Context: an optimization exercise on an open-source flow, tuned for small area, a short achievable clock period and few clock cycles per item. The choices shown serve that exercise and are no tape-out recipe.
Function was checked by simulation only, so behaviour that the tests miss may differ from the original.
Power and IR drop assume default switching activity.

==> design/flow/design.v <==
`default_nettype none
package cpu_pkg;
    localparam int data_w      = 16;    
    localparam int reg_idx_w   = 4;     
    localparam int imm_w       = 5;     
    localparam int target_w    = 13;    
    localparam int data_addr_w = 8;
    typedef enum logic [2:0] {
        add_sub  = 3'd0,
        slt_mult = 3'd1,
        load     = 3'd2,
        store    = 3'd3,
        beq      = 3'd4,
        jump     = 3'd5
    } opcode_t;
    typedef enum logic [2:0] {
        op_add,
        op_sub,
        op_slt,
        op_mult,
        op_addr
    } alu_op_t;
    typedef struct packed {
        opcode_t              opcode;
        logic [reg_idx_w-1:0] rs;
        logic [reg_idx_w-1:0] rt;
        logic [reg_idx_w-1:0] rd;
        logic                 func;    
    } r_view_t;
    typedef struct packed {
        opcode_t                  opcode;
        logic [reg_idx_w-1:0]     rs;
        logic [reg_idx_w-1:0]     rt;
        logic signed [imm_w-1:0]  imm;
    } i_view_t;
    typedef struct packed {
        opcode_t             opcode;
        logic [target_w-1:0] target;
    } j_view_t;
    typedef union packed {
        r_view_t r;
        i_view_t i;
        j_view_t j;
    } instr_t;
endpackage
`default_nettype wire
`timescale 1ns/10ps
`default_nettype none
import cpu_pkg::*;
module pc_unit #(
    parameter int inst_addr_w = 8
) (
    input  wire                        clk,
    input  wire                        rst_n,
    input  wire                        pc_step,
    input  wire                        pc_branch,
    input  wire                        pc_jump,
    input  wire signed [imm_w-1:0]     imm,
    input  wire [target_w-1:0]         jump_target,
    output logic [inst_addr_w-1:0]     pc
);
    logic [inst_addr_w-1:0] pc_next_seq;
    logic [inst_addr_w-1:0] imm_ext;
    assign pc_next_seq = pc + inst_addr_w'(1);
    assign imm_ext     = {{(inst_addr_w - imm_w){imm[imm_w-1]}}, imm};
    always_ff @(posedge clk or negedge rst_n) begin
        if (!rst_n) begin
            pc <= '0;
        end else if (pc_jump) begin
            pc <= jump_target[inst_addr_w-1:0];    
        end else if (pc_branch) begin
            pc <= pc_next_seq + imm_ext;           
        end else if (pc_step) begin
            pc <= pc_next_seq;
        end
    end
endmodule
`default_nettype wire
`timescale 1ns/10ps
`default_nettype none
import cpu_pkg::*;
module reg_file (
    input  wire                        clk,
    input  wire                        rst_n,
    input  wire [reg_idx_w-1:0]        rs_idx,
    input  wire [reg_idx_w-1:0]        rt_idx,
    input  wire [reg_idx_w-1:0]        rd_idx,    
    input  wire [data_w-1:0]           wr_data,
    input  wire                        rf_we,
    output logic signed [data_w-1:0]   rs_data,
    output logic signed [data_w-1:0]   rt_data
);
    localparam int num_regs = 2 ** reg_idx_w;
    logic signed [data_w-1:0] regs [num_regs];
    always_ff @(posedge clk or negedge rst_n) begin
        if (!rst_n) begin
            for (int i = 0; i < num_regs; i++) begin
                regs[i] <= '0;
            end
        end else if (rf_we) begin
            regs[rd_idx] <= wr_data;
        end
    end
    always_ff @(posedge clk) begin
        rs_data <= regs[rs_idx];
        rt_data <= regs[rt_idx];
    end
endmodule
`default_nettype wire
`timescale 1ns/10ps
`default_nettype none
import cpu_pkg::*;
module exec_unit (
    input  wire                           clk,
    input  wire                           rst_n,
    input  cpu_pkg::alu_op_t              alu_op,
    input  wire                           mult_start,
    input  wire signed [data_w-1:0]       rs_data,
    input  wire signed [data_w-1:0]       rt_data,
    input  wire signed [imm_w-1:0]        imm,
    output logic signed [data_w-1:0]      result,
    output logic                          rs_eq_rt,
    output logic [data_addr_w-1:0]        mem_addr
);
    logic signed [data_w-1:0] imm_ext;
    logic [data_w-1:0]        pp_lo;      
    logic [7:0]               pp_hi;      
    logic                     pp_valid;
    logic [data_w-1:0]        product;
    assign imm_ext  = {{(data_w - imm_w){imm[imm_w-1]}}, imm};
    assign rs_eq_rt = (rs_data == rt_data);
    assign mem_addr = result[data_addr_w-1:0];
    always_ff @(posedge clk) begin
        if (mult_start) begin
            pp_lo <= rs_data * {8'b0, rt_data[7:0]};
            pp_hi <= rs_data[7:0] * rt_data[15:8];
        end
    end
    always_ff @(posedge clk or negedge rst_n) begin
        if (!rst_n)
            product <= '0;
        else if (pp_valid)
            product <= pp_lo + {pp_hi, 8'b0};    
    end
    always_ff @(posedge clk or negedge rst_n) begin
        if (!rst_n)
            pp_valid <= 1'b0;
        else
            pp_valid <= mult_start;
    end
    always_ff @(posedge clk) begin
        case (alu_op)
            op_add:  result <= rs_data + rt_data;    
            op_sub:  result <= rs_data - rt_data;
            op_slt:  result <= {{(data_w - 1){1'b0}}, rs_data < rt_data};
            op_mult: result <= product;
            default: result <= rs_data + imm_ext;
        endcase
    end
endmodule
`default_nettype wire
`timescale 1ns/10ps
`default_nettype none
import cpu_pkg::*;
module cpu_control (
    input  wire                clk,
    input  wire                rst_n,
    input  wire [data_w-1:0]   inst_rdata,
    input  wire [data_w-1:0]   data_rdata,
    input  wire                rs_eq_rt,
    output cpu_pkg::instr_t    instr,
    output cpu_pkg::alu_op_t   alu_op,
    output logic               mult_start,
    output logic               rf_we,
    output logic               wb_sel,
    output logic               pc_step,
    output logic               pc_branch,
    output logic               pc_jump,
    output logic               data_we,
    output logic               io_stall,
    output logic [data_w-1:0]  load_data
);
    localparam logic [2:0] st_fetch      = 3'd0;    
    localparam logic [2:0] st_fetch_wait = 3'd1;    
    localparam logic [2:0] st_read_regs  = 3'd2;
    localparam logic [2:0] st_execute    = 3'd3;
    localparam logic [2:0] st_mult_wait  = 3'd4;    
    localparam logic [2:0] st_mem_access = 3'd5;    
    localparam logic [2:0] st_mem_wait   = 3'd6;
    localparam logic [2:0] st_write_back = 3'd7;    
    logic [2:0] state;
    logic       mult_phase;
    cpu_pkg::opcode_t opcode;
    logic       is_mult;
    logic       is_mem;
    logic       writes_reg;
    logic       retire;
    assign opcode     = instr.r.opcode;
    assign is_mult    = (opcode == slt_mult) && instr.r.func;
    assign is_mem     = (opcode == load) || (opcode == store);
    assign writes_reg = (opcode == add_sub) || (opcode == slt_mult) || (opcode == load);
    assign retire     = (state == st_write_back);
    always_comb begin
        case (opcode)
            add_sub:  alu_op = instr.r.func ? op_sub : op_add;
            slt_mult: alu_op = instr.r.func ? op_mult : op_slt;
            default:  alu_op = op_addr;    
        endcase
    end
    always_ff @(posedge clk or negedge rst_n) begin
        if (!rst_n) begin
            state      <= st_fetch;
            mult_phase <= 1'b0;
            instr      <= '0;
        end else begin
            case (state)
                st_fetch:      state <= st_fetch_wait;
                st_fetch_wait: begin
                    instr <= inst_rdata;
                    state <= st_read_regs;
                end
                st_read_regs:  state <= st_execute;
                st_execute: begin
                    if (is_mult)
                        state <= st_mult_wait;
                    else if (is_mem)
                        state <= st_mem_access;
                    else
                        state <= st_write_back;
                end
                st_mult_wait: begin
                    mult_phase <= !mult_phase;    
                    if (mult_phase)
                        state <= st_write_back;
                end
                st_mem_access: state <= st_mem_wait;
                st_mem_wait:   state <= st_write_back;
                default:       state <= st_fetch;
            endcase
        end
    end
    always_ff @(posedge clk) begin
        if (state == st_mem_wait)
            load_data <= data_rdata;    
    end
    assign mult_start = (state == st_execute) && is_mult;
    assign rf_we      = retire && writes_reg;
    assign wb_sel     = (opcode == load);
    assign data_we    = retire && (opcode == store);
    assign io_stall   = !retire;
    assign pc_branch  = retire && (opcode == beq) && rs_eq_rt;
    assign pc_jump    = retire && (opcode == jump);
    assign pc_step    = retire && !pc_branch && !pc_jump;
endmodule
`default_nettype wire
`timescale 1ns/10ps
`default_nettype none
import cpu_pkg::*;
module cpu_top #(
    parameter int inst_addr_w = 8
) (
    input  wire                     clk,
    input  wire                     rst_n,
    input  wire [data_w-1:0]        inst_rdata,
    input  wire [data_w-1:0]        data_rdata,
    output logic [inst_addr_w-1:0]  inst_addr,
    output logic [data_addr_w-1:0]  data_addr,
    output logic [data_w-1:0]       data_wdata,
    output logic                    data_we,
    output logic                    io_stall
);
    cpu_pkg::instr_t           instr;
    cpu_pkg::alu_op_t          alu_op;
    logic                      mult_start;
    logic                      rf_we;
    logic                      wb_sel;     
    logic                      pc_step;
    logic                      pc_branch;
    logic                      pc_jump;
    logic [data_w-1:0]         load_data;
    logic signed [data_w-1:0]  rs_data;
    logic signed [data_w-1:0]  rt_data;
    logic signed [data_w-1:0]  result;
    logic                      rs_eq_rt;
    logic [data_w-1:0]         wr_data;
    logic [reg_idx_w-1:0]      wr_idx;
    assign wr_data    = wb_sel ? load_data : result;
    assign wr_idx     = wb_sel ? instr.i.rt : instr.r.rd;
    assign data_wdata = rt_data;    
    cpu_control u_cpu_control (
        .clk        (clk),
        .rst_n      (rst_n),
        .inst_rdata (inst_rdata),
        .data_rdata (data_rdata),
        .rs_eq_rt   (rs_eq_rt),
        .instr      (instr),
        .alu_op     (alu_op),
        .mult_start (mult_start),
        .rf_we      (rf_we),
        .wb_sel     (wb_sel),
        .pc_step    (pc_step),
        .pc_branch  (pc_branch),
        .pc_jump    (pc_jump),
        .data_we    (data_we),
        .io_stall   (io_stall),
        .load_data  (load_data)
    );
    reg_file u_reg_file (
        .clk     (clk),
        .rst_n   (rst_n),
        .rs_idx  (instr.r.rs),
        .rt_idx  (instr.r.rt),
        .rd_idx  (wr_idx),
        .wr_data (wr_data),
        .rf_we   (rf_we),
        .rs_data (rs_data),
        .rt_data (rt_data)
    );
    exec_unit u_exec_unit (
        .clk        (clk),
        .rst_n      (rst_n),
        .alu_op     (alu_op),
        .mult_start (mult_start),
        .rs_data    (rs_data),
        .rt_data    (rt_data),
        .imm        (instr.i.imm),
        .result     (result),
        .rs_eq_rt   (rs_eq_rt),
        .mem_addr   (data_addr)
    );
    pc_unit #(
        .inst_addr_w (inst_addr_w)
    ) u_pc_unit (
        .clk         (clk),
        .rst_n       (rst_n),
        .pc_step     (pc_step),
        .pc_branch   (pc_branch),
        .pc_jump     (pc_jump),
        .imm         (instr.i.imm),
        .jump_target (instr.j.target),
        .pc          (inst_addr)
    );
endmodule
`default_nettype wire
==> design/flow/run.sh <==
#!/bin/bash
# synth_recipe.tcl (not shown) runs the flow's synth.tcl, then flattens the netlist and writes it again
# the make line also repeats each setting of config.mk as NAME=value (left out here)
make -C /OpenROAD-flow-scripts/flow DESIGN_CONFIG=/design/flow/config.mk WORK_HOME=/design/flow/orfs CLKGATE_MAP_FILE= SYNTH_SCRIPT=/design/flow/synth_recipe.tcl finish
==> design/flow/config.mk <==
export PLATFORM = sky130hd
export DESIGN_NAME = cpu_top
export DESIGN_NICKNAME = cpu_top
export VERILOG_FILES = /design/flow/design.v
export SDC_FILE = /design/flow/constraint.sdc
export NUM_CORES = 4
export LEC_CHECK = 0
export CAP_MARGIN = 20
export CORE_MARGIN = 2
export CORE_UTILIZATION = 40
export SLEW_MARGIN = 20
==> design/flow/constraint.sdc <==
create_clock -name core_clock -period 10.0 [get_ports {clk}]
set_input_delay 2.0000 -clock core_clock [delete_from_list [all_inputs] [get_ports {clk}]]
set_output_delay 2.0000 -clock core_clock [all_outputs]
set_load 0.01 [all_outputs]
==> run notes <==
[worst max-delay path by stage]
stage / from / end
2_1_floorplan: u_reg_file.rs_data[1]$_DFF_P_ / u_exec_unit.pp_lo[13]$_DFFE_PP_
3_3_place_gp: u_reg_file.rs_data[1]$_DFF_P_ / u_exec_unit.pp_lo[13]$_DFFE_PP_
3_5_place_dp: u_reg_file.rs_data[1]$_DFF_P_ / u_exec_unit.pp_lo[13]$_DFFE_PP_
4_1_cts: u_reg_file.rs_data[1]$_DFF_P_ / u_exec_unit.pp_lo[13]$_DFFE_PP_
5_1_grt: u_reg_file.rs_data[1]$_DFF_P_ / u_exec_unit.pp_lo[13]$_DFFE_PP_
6_report: u_reg_file.rs_data[1]$_DFF_P_ / u_exec_unit.pp_lo[13]$_DFFE_PP_
[area by class of cell]
type,instances,area [sq um]
inverters,140,526
diodes,1,2.50
clock buffers,62,1330
repair buffers,137,1200
fillers,5607,31900
flip-flops and latches,389,9690
clock inverters,21,226
multi-input cells,1873,12800
well taps,773,967
[cells by family after synthesis]
| kind of cell | synth area share (%) |
|---|---|
| adders and majority gates | 11.4 |
| buffers and inverters | 5.35 |
| and+or+nand+nor | 16.1 |
| DFF | 41.0 |
| xor gates and xnor gates | 2.97 |
| muxes | 3.50 |
| AOI/OAI and AO/OA | 19.6 |
[cell usage after synthesis, types with 8 or more instances]
library cell,number
a211oi_1,12
a21o_1,18
a21oi_1,273
a221oi_1,22
a222oi_1,24
a22o_1,21
a22oi_1,101
a31oi_1,13
a32oi_1,15
and2_1,80
and3_1,14
buf_1,9
buf_2,59
buf_4,9
clkbuf_1,79
dfrtp_1,301
dfxtp_1,48
edfxtp_1,40
fa_1,76
ha_1,94
inv_1,139
mux2_2,37
mux2i_1,41
nand2_1,224
nand2b_1,17
nand3_1,52
nand4_1,20
nor2_1,304
nor2b_1,28
nor3_1,34
o21a_1,13
o21ai_0,113
o21ai_1,10
o21ai_2,18
o221ai_1,8
o22a_1,13
o22ai_1,10
or3_1,9
xnor2_1,54
xor2_1,26
[registers in the layout, summed over array words and instances, names as in the netlist]
name and count:
u_exec_unit.pp_hi 8, u_reg_file.rt_data 16, u_reg_file.regs 256, u_exec_unit.product 16
u_cpu_control.state 3, u_exec_unit.pp_valid 1, u_exec_unit.result 16, u_cpu_control.instr 16
u_cpu_control.load_data 16, u_pc_unit.pc 8, u_exec_unit.pp_lo 16, u_cpu_control.mult_phase 1
u_reg_file.rs_data 16
[critical path, stage by stage, from the launching register on]
cell and delay [ns]:
dfxtp_1 0.85, nand2_1 0.17, fa_1 0.50, fa_1 0.50, inv_1 0.06, fa_1 0.48, inv_1 0.05, fa_1 0.47
inv_1 0.04, ha_1 0.32, o21a_1 0.12, o31a_1 0.12, o211ai_1 0.17, nand2_1 0.12, a41oi_1 0.26, nor2b_1 0.19
xnor2_1 0.09
[per-stage QoR]
stage | cells | setup slack [ns] | instance area [sq um]
finish | 3396 | 5.23 | 26800
global route | 3395 | 4.98 | 26800
CTS | 3395 | 5.21 | 26700
detailed placement | 3312 | 5.22 | 25200
global placement | 3312 | 5.32 | 25200
floorplan | 2562 | 5.72 | 23600
[metal layers]
layer  vias to the layer above  GRT usage (%)  share of wire [%]
met5                         -              0              0.013
met4                         2           14.0                5.4
met3                       337           6.76                 10
met2                      1226           46.8                 46
met1                     10000           37.3                 39
li1                       9046              -                  -
[power groups by stage]
| stage | combinational [uW] | clock, uW | sequential [uW] |
|---|---|---|---|
| 2_1_floorplan | 3000 | 0 | 2600 |
| 3_3_place_gp | 4430 | 0 | 2910 |
| 4_1_cts | 4520 | 1750 | 2910 |
| 6_report | 4660 | 1730 | 2930 |
| 3_5_place_dp | 4490 | 0 | 2930 |
| 5_1_grt | 4990 | 1800 | 2990 |
[placed cells by master, fill, tap and decap left out, types with 14 or more instances in the layout]
| cell type | n |
|---|---|
| xnor2_1 | 54 |
| xor2_1 | 26 |
| clkdlybuf4s50_1 | 66 |
| and2_1 | 80 |
| o21ai_2 | 18 |
| mux2i_1 | 41 |
| buf_4 | 70 |
| a32oi_1 | 15 |
| dfrtp_1 | 301 |
| a22oi_1 | 101 |
| a222oi_1 | 24 |
| a21oi_1 | 273 |
| edfxtp_1 | 40 |
| nand2b_1 | 17 |
| dfxtp_1 | 48 |
| nand4_1 | 20 |
| nand3_1 | 52 |
| ha_1 | 94 |
| and3_1 | 14 |
| nor3_1 | 27 |
| nor2_1 | 292 |
| a221oi_1 | 22 |
| nor2_2 | 16 |
| clkbuf_16 | 47 |
| o21ai_0 | 113 |
| mux2_2 | 37 |
| inv_1 | 139 |
| a22o_1 | 21 |
| fa_1 | 76 |
| nand2_1 | 224 |
| nor2b_1 | 28 |
| a21o_1 | 18 |
==> flow_summary_export.csv <==
group,metric,value,unit
outcome,status,"complete, no violations",
cells_and_area,layout-drive-gt1-share,9.57,%
power,p_int,4890,uW
clock_tree,cts_tree,"built",
clock_tree,numCtsBuffers,45,
place,port_buffers,67,
worst_setup_path,r2r-start,"u_reg_file.rs_data[1]$_DFF_P_",
hold_path,min_from,"u_exec_unit.pp_lo[1]$_DFFE_PP_",
route,vias_per_cell,6.07,
floorplan,die_y,247,um
yosys,syn-num-nets,2766,
clock_tree,clockBufferDepth,3,
sta,slew_headroom,13.7,%
clock_tree,clock_latency,0.61,ns
worst_setup_path,start_kind,"flip-flop",
sta,min_period_over_period,47.7,%
grt,first_global_vias,20300,
floorplan,die-area,61000,sq um
yosys,async_reset_ff_share,77.4,%
floorplan,design.core.area,58700,sq um
power,powerDensity,348,nW/um^2
clock_tree,root_buffer,"clkbuf_16",
place,dp_hpwl,60200,um
power,p_comb_share,50.0,%
floorplan,die_x,247,um
route,drt_iter0_drc,2912,
floorplan,start_util,40.3,%
job,drv_cap,0,
yosys,syn_area_per_cell,9.22,sq um
power,peakVddDrop,0.190,mV
power,seq_power_share,31.5,%
grt,overflow,0,
route,routed_wl,89000,um
sta,fin_setup_tns,0,ns
yosys,ys.flop_type,"dfrtp_1",
power,swShare,47.6,%
yosys,synth_edf_count,40,
yosys,seq_area_frac_synth,41.0,%
route,drc,0,
cells_and_area,synthToLayoutAreaGrowth,13.2,%
clock_tree,cts.sinks,389,
worst_setup_path,critPathCaptureType,"flip-flop",
worst_setup_path,cp.arrival,5.10,ns
cells_and_area,nNetsFinal,2790,
power,p_total,9320,uW
yosys,synth_area_leaders,"dfrtp_1 32%, fa_1 6.4%, a21oi_1 5.8%",
grt,grt_pass1_wl,132000,um
cells_and_area,fin_util,45.6,%
sta,holdWs,0.476,ns
clock_tree,hold_buffers,0,
sta,max_freq,210,MHz
grt,grt_max_degree,79,
yosys,synth_top_cell_by_area,"dfrtp_1",
yosys,syn_inst,2562,
floorplan,rows,89,
sta,fin_crit,4.77,ns
sta,finalClockSkew,0.0277,ns
route,postRouteAntennaNets,0,
worst_setup_path,path_max_fanout,19,
clock_tree,cts_max_level,2,
worst_setup_path,worstSetupPathType,"reg -> reg",
yosys,yosys_warnings,5,
hold_path,min_path_type,"reg -> reg",
route,routedWlPerCell,26.2,um
yosys,ys_ff_latch,389,
sta,hold_viol_final,0,
sta,tightest_slew,1.29,ns
clock_tree,cts_setup_buffers,0,
route,num_vias,20600,
worst_setup_path,crit_required,10.33,ns
clock_tree,cts.clk_slew.worst_paths,0.06,ns
sta,rsz0062_at_grt,"false",
place,place.gp.congestion,0.968,
yosys,syn-cell-area,23600,sq um
power,switchingPower,4430,uW
sta,final_max_slew_viol_count,0,
power,clkPwrFrac,18.5,%
sta,setup_viol,0,
worst_setup_path,r2r_slack,5.23,ns
hold_path,hold_depth,1,
power,power.leakage,0.0117,uW
worst_setup_path,reg2regPathDepth,16,
yosys,synth.top_cell.area_share,31.9,%
hold_path,min_to,"u_exec_unit.product[1]$_DFFE_PN0P_",
route,drt_pass1_iterations,7,
clock_tree,cts.repair.resized,0,
grt,track_usage,29.2,%
yosys,ys_types,78,
floorplan,ios,68,
worst_setup_path,rr_endpoint,"u_exec_unit.pp_lo[13]$_DFFE_PP_",
grt,antenna_found_initial,1,
Testbench counts, summed over its fixed seeds: cycles 289,491, instrs 50,571.

-- separate check: timing with driven ports --
Ports are ideal in the flow. The routed layout listed here was re-timed in OpenROAD. Step 1: set_driving_cell puts a clkbuf_16 on clk and a buf_2 on each other input, an assumption about the parent block. Step 2 moves the port delays by t, midway between the first and last clock arrival at a register: inputs arrive t later, outputs are due t later. That takes back most of the time a late clock gives input paths. Three values: ideal, step 1, step 2; two values: the first two.
shift t [ns]: 0.651
setup WS [ns]: 5.231 / 5.231 / 5.231
worst hold slack (ns): 0.476 / 0.476 / 0.476
worst setup path at the end: register to register
worst slew at a driven data input, ns: 0.05
After both steps this run still meets setup and hold. For this run, drivers alone change the setup slack by 0.000 ns; drivers and shift together by 0.000 ns.
